From an optimization exercise on the open Yosys and OpenROAD flow, aimed at small area, a short achievable clock period and few clock cycles per item; shortcuts taken in it are not production practice.
At most, simulation tests tie the RTL to the original design; equivalence was not proved.
Power is estimated from default activity; no workload was simulated.

## run A
Design fpu_seq, start of the top module:
module fpu_seq (
  input  logic        clk,
  input  logic        reset,
  input  logic        Start,
  input  logic [1:0]  FPUOp,
  input  logic [31:0] SrcA,
  input  logic [31:0] SrcB,
  output logic [31:0] Result,
  output logic        Done,
  output logic        Busy,
  output logic [3:0]  FPUFlags
);
export LEC_CHECK = 0
export ABC_AREA = 1
export CAP_MARGIN = 20
export CORE_MARGIN = 2
export CORE_UTILIZATION = 40
export SETUP_SLACK_MARGIN = 3.75
export SLEW_MARGIN = 20
create_clock -name core_clock -period 11.0 [get_ports {clk}]
standard.sh (not shown) runs the stock make flow with config.mk's settings and CLKGATE_MAP_FILE= SYNTH_SCRIPT=/design/flow/synth_recipe.tcl, a recipe that flattens the netlist after the stock synthesis.
==> flow/flow/run.sh <==
#!/bin/bash
# The standard layout (the standard.sh: standard synthesis, then ORFS from
# floorplan to finish) with one change: the input and output port buffers that
# global placement inserts are sky130_fd_sc_hd__buf_4 cells instead of the
# default choice.
set -euo pipefail
bash standard.sh "BUFFER_PORTS_ARGS=-buffer_cell sky130_fd_sc_hd__buf_4" finish > run_make.log 2>&1
Run A was carried through to the last stage, and its layout satisfied the timing, design-rule and antenna checks.
Testbench counts of run A, summed over its fixed seeds: cycles 3,200, ops 3,200.
Relative to run A, the following input files were edited for run B:
- SETUP_SLACK_MARGIN changed from 3.75 to 4.5
### Flow results
Comparing run B against run A, there is no change at all in max-capacitance violation count.
Post-CTS setup repair buffer count in run B is 23 higher than in run A
Delta (run B minus run A): sequential cell power did not really move, floorplan die area did not really move, final non-filler cell area went up, global-route met3 utilization did not really move.
## Diff of input files: run C against run B
- SETUP_SLACK_MARGIN now 4.4, was 4.5
- Across run B and run C, the outcome is the same: a clean finish for every run.
- In the flow results for run B and run C, the cell depth of the worst setup path is larger on run B.
- Run B and run C ended up with nearly the same effective utilization at floorplan.
- For the final cell count, run C came in 26 lower than run B did.
- Max post-route fraction of the period consumed by the critical path across run B and run C: run C
- Cmp run C vs run B: power consumed by combinational cells lower in run C
- Total area of sequential cells: run B vs run C — no meaningful difference
- Run C vs run B, worst setup path startpoint: SrcB[10] vs SrcB[7]
- Per the comparison of run C with run B, maximum vdd ir drop up about 17%, number of gates given a new drive strength after cts down about 27%.
diff inputs: run C => run D
- a change of SETUP_SLACK_MARGIN from 4.4 to 4.0
[summary]
Run D completed every stage of the flow, and the final layout passed the timing, design-rule and antenna checks.
[compare] base=run C new=run D: portion of total power attributed to combinational logic shows no meaningful change; signed area change from the synthesized netlist to the final layout now sits lower.
Diff run C..run D | instance count of the mapped netlist | unchanged
Run D against run C: combinational power moved down, arrival time at the worst endpoint moved up, switching component of the power moved down, global router's overall resource usage moved down.
--- input diff run D..run E ---
- swapping 4.0 for 4.25 in SETUP_SLACK_MARGIN
## What came out
- Global-route usage down 0.33 points in run E wrt run D
- Diff run D -> run E: HPWL reported at the end of detailed placement ~0 delta; design area ~0 delta.
- Status: cell count parity (run D, run E)
- Summary of run E over run D: share of cell area taken by multi-input logic gates now larger; total detailed-routing wirelength now smaller; synthesized cell count comparable; number of flip-flops and latches comparable; count of buffer and inverter cells on the critical path now smaller.

========
fpu_seq, a different RTL version from the one above (not shown whole).
Size in the first run: about 82 flip-flops, about 24,000 µm² of cells after synthesis.
==> flow/config.mk <==
export PLATFORM = sky130hd
export DESIGN_NAME = fpu_seq
export DESIGN_NICKNAME = fpu_seq
export VERILOG_FILES = /design/flow/design.v
export SDC_FILE = /design/flow/constraint.sdc
export NUM_CORES = 4
export LEC_CHECK = 0
export ABC_AREA = 1
export CAP_MARGIN = 20
export CORE_MARGIN = 2
export CORE_UTILIZATION = 40
export PLACE_DENSITY = 0.8
export SETUP_SLACK_MARGIN = 4.0
export SLEW_MARGIN = 20
==> flow/constraint.sdc <==
create_clock -name core_clock -period 11.0 [get_ports {clk}]
set_input_delay 2.2000 -clock core_clock [delete_from_list [all_inputs] [get_ports {clk}]]
set_output_delay 2.2000 -clock core_clock [all_outputs]
set_load 0.01 [all_outputs]
Scripts as last shown in full above: flow/flow/run.sh
The starting point produced a clean layout.
Testbench counts at the start, summed over its fixed seeds: cycles 3,200, ops 3,200.
Change:
--- a/flow/config.mk
+++ b/flow/config.mk
@@ -11,4 +11,3 @@
 export CORE_UTILIZATION = 40
-export PLACE_DENSITY = 0.8
-export SETUP_SLACK_MARGIN = 4.0
+export SETUP_SLACK_MARGIN = 5.0
 export SLEW_MARGIN = 20
After rerunning: Worst hold slack is about the same; utilization grows by 7.9 points; synthesized cell count is unchanged; sequential share of layout area went down by 0.94 points; wire length grows by about 17%; flip-flop and latch count does not change; design area came out higher by 18%.

========
fpu_seq again, from the RTL that the note above started with.
Settings: LEC_CHECK=0, ABC_AREA=1, CAP_MARGIN=20, CORE_MARGIN=2, CORE_UTILIZATION=40, SETUP_SLACK_MARGIN=4.5, SLEW_MARGIN=20; clock period 11.0 ns.
Scripts as last shown in full above: flow/flow/run.sh
The first run passed the timing, design-rule and antenna checks.
Testbench counts at the start, summed over its fixed seeds: cycles 3,200, ops 3,200.
Edit:
Settings changed: SETUP_SLACK_MARGIN 4.5 to 3.0.
Outcome: Setup slack loses 0.96 ns. Non-clock buffer count fell by 99. Sequential share of layout area rose by 0.46 points. Final area came out lower by 7.4%. Combinational power is lower by about 7%. Utilization went down by 3.5 points. Total power falls by 6.0%. Clock power rose by about 8%.
Edit:
Settings changed: SETUP_SLACK_MARGIN 3.0 to 4.0.
Critical path depth is lower by 19; core utilization is higher by 0.53 points; clock-buffer cell count does not change; power came out higher by 2.0%; area after synthesis does not change; sequential share of layout area stays flat; sequential power goes up by about 1%.

========
Setup of red:
Another version of the RTL of fpu_seq (not shown whole).
Size in the first run: about 82 flip-flops, roughly 110 I/O pins, roughly 26000 µm² of cells after synthesis.
Settings: LEC_CHECK=0, ABC_AREA=1, CAP_MARGIN=20, CORE_MARGIN=2, CORE_UTILIZATION=40, SETUP_SLACK_MARGIN=4.0, SLEW_MARGIN=20; clock period 11.0 ns.
run.sh (not shown) runs the stock make flow with config.mk's settings and CLKGATE_MAP_FILE= SYNTH_SCRIPT=/design/flow/synth_recipe.tcl, a recipe that flattens the netlist after the stock synthesis.
Stock flow here: none of the scripts above is used.
Edits applied to the flow inputs when going from red to blue:
==> flow/flow/run.sh (new file) <==
#!/bin/bash
# The standard layout (the standard.sh: standard synthesis, then ORFS from
# floorplan to finish) with one change: the input and output port buffers that
# global placement inserts are sky130_fd_sc_hd__buf_4 cells instead of the
# default choice.
set -euo pipefail
bash standard.sh "BUFFER_PORTS_ARGS=-buffer_cell sky130_fd_sc_hd__buf_4" finish > run_make.log 2>&1
==> flow/standard.sh (new file) <==
#!/bin/bash
# synth_recipe.tcl (not shown) runs the flow's synth.tcl, then flattens the netlist and writes it again
# the make line also repeats each setting of config.mk as NAME=value (left out here)
make -C /OpenROAD-flow-scripts/flow DESIGN_CONFIG=/design/flow/config.mk WORK_HOME=/design/flow/orfs CLKGATE_MAP_FILE= SYNTH_SCRIPT=/design/flow/synth_recipe.tcl "${@:-finish}"
removed: flow/run.sh
==> comparison <==
- Summary of blue over red: first-iteration DRC count down 12%; final routed wirelength across all metal layers has decreased; summed negative setup slack over all endpoints neither gained nor lost much.
No run of this note included a check of the RTL's function; only the layout flow was run.

==> static timing again, ports no longer ideal <==
The flow's constraints put no driver on any port. The routed layouts listed below were extracted and timed again, unchanged, in two steps.
Step 1: set_driving_cell puts a clkbuf_16 on clk and a buf_2 on each other input, an assumption about the parent block.
Step 2 moves the port delays by t, midway between the first and last clock arrival at a register: inputs arrive t later, outputs are due t later. That takes back most of the time a late clock gives input paths.
Three values: ideal, step 1, step 2; two values: the first two.
| run | shift t [ns] | setup slack, ns | worst setup path after step 2 | latest minus earliest clock arrival (ns) |
|---|---|---|---|---|
| run A | 0.435 | 4.002 / 4.036 / 3.601 | input to register | 0.026 / 0.026 |
| run B | 0.442 | 4.569 / 4.530 / 4.128 | input to register | 0.032 / 0.031 |
| run C | 0.445 | 4.487 / 4.498 / 4.053 | input to register | 0.023 / 0.023 |
| run D | 0.447 | 4.185 / 4.213 / 3.766 | input to register | 0.031 / 0.032 |
| run E | 0.439 | 4.430 / 4.412 / 3.973 | input to register | 0.027 / 0.027 |
| the first run of note 2 | 0.442 | 4.075 / 4.096 / 3.654 | input to register | 0.026 / 0.026 |
| the second run of note 2 | 0.430 | 4.611 / 4.615 / 4.185 | input to register | 0.025 / 0.025 |
| the first run of note 3 | 0.440 | 4.521 / 4.492 / 4.052 | input to register | 0.032 / 0.032 |
| the second run of note 3 | 0.450 | 3.562 / 3.593 / 3.144 | input to register | 0.033 / 0.033 |
| the third run of note 3 | 0.450 | 4.122 / 4.162 / 3.712 | input to register | 0.034 / 0.034 |
| red | 0.447 | 4.038 / 4.071 / 3.625 | input to register | 0.030 / 0.029 |
| blue | 0.434 | 4.112 / 4.145 / 3.711 | input to register | 0.036 / 0.035 |
After both steps setup and hold are still met in every run listed. The setup slack of the first run of note 3, which loses most, moves by -0.029 ns with the drivers and by -0.469 ns with both steps.
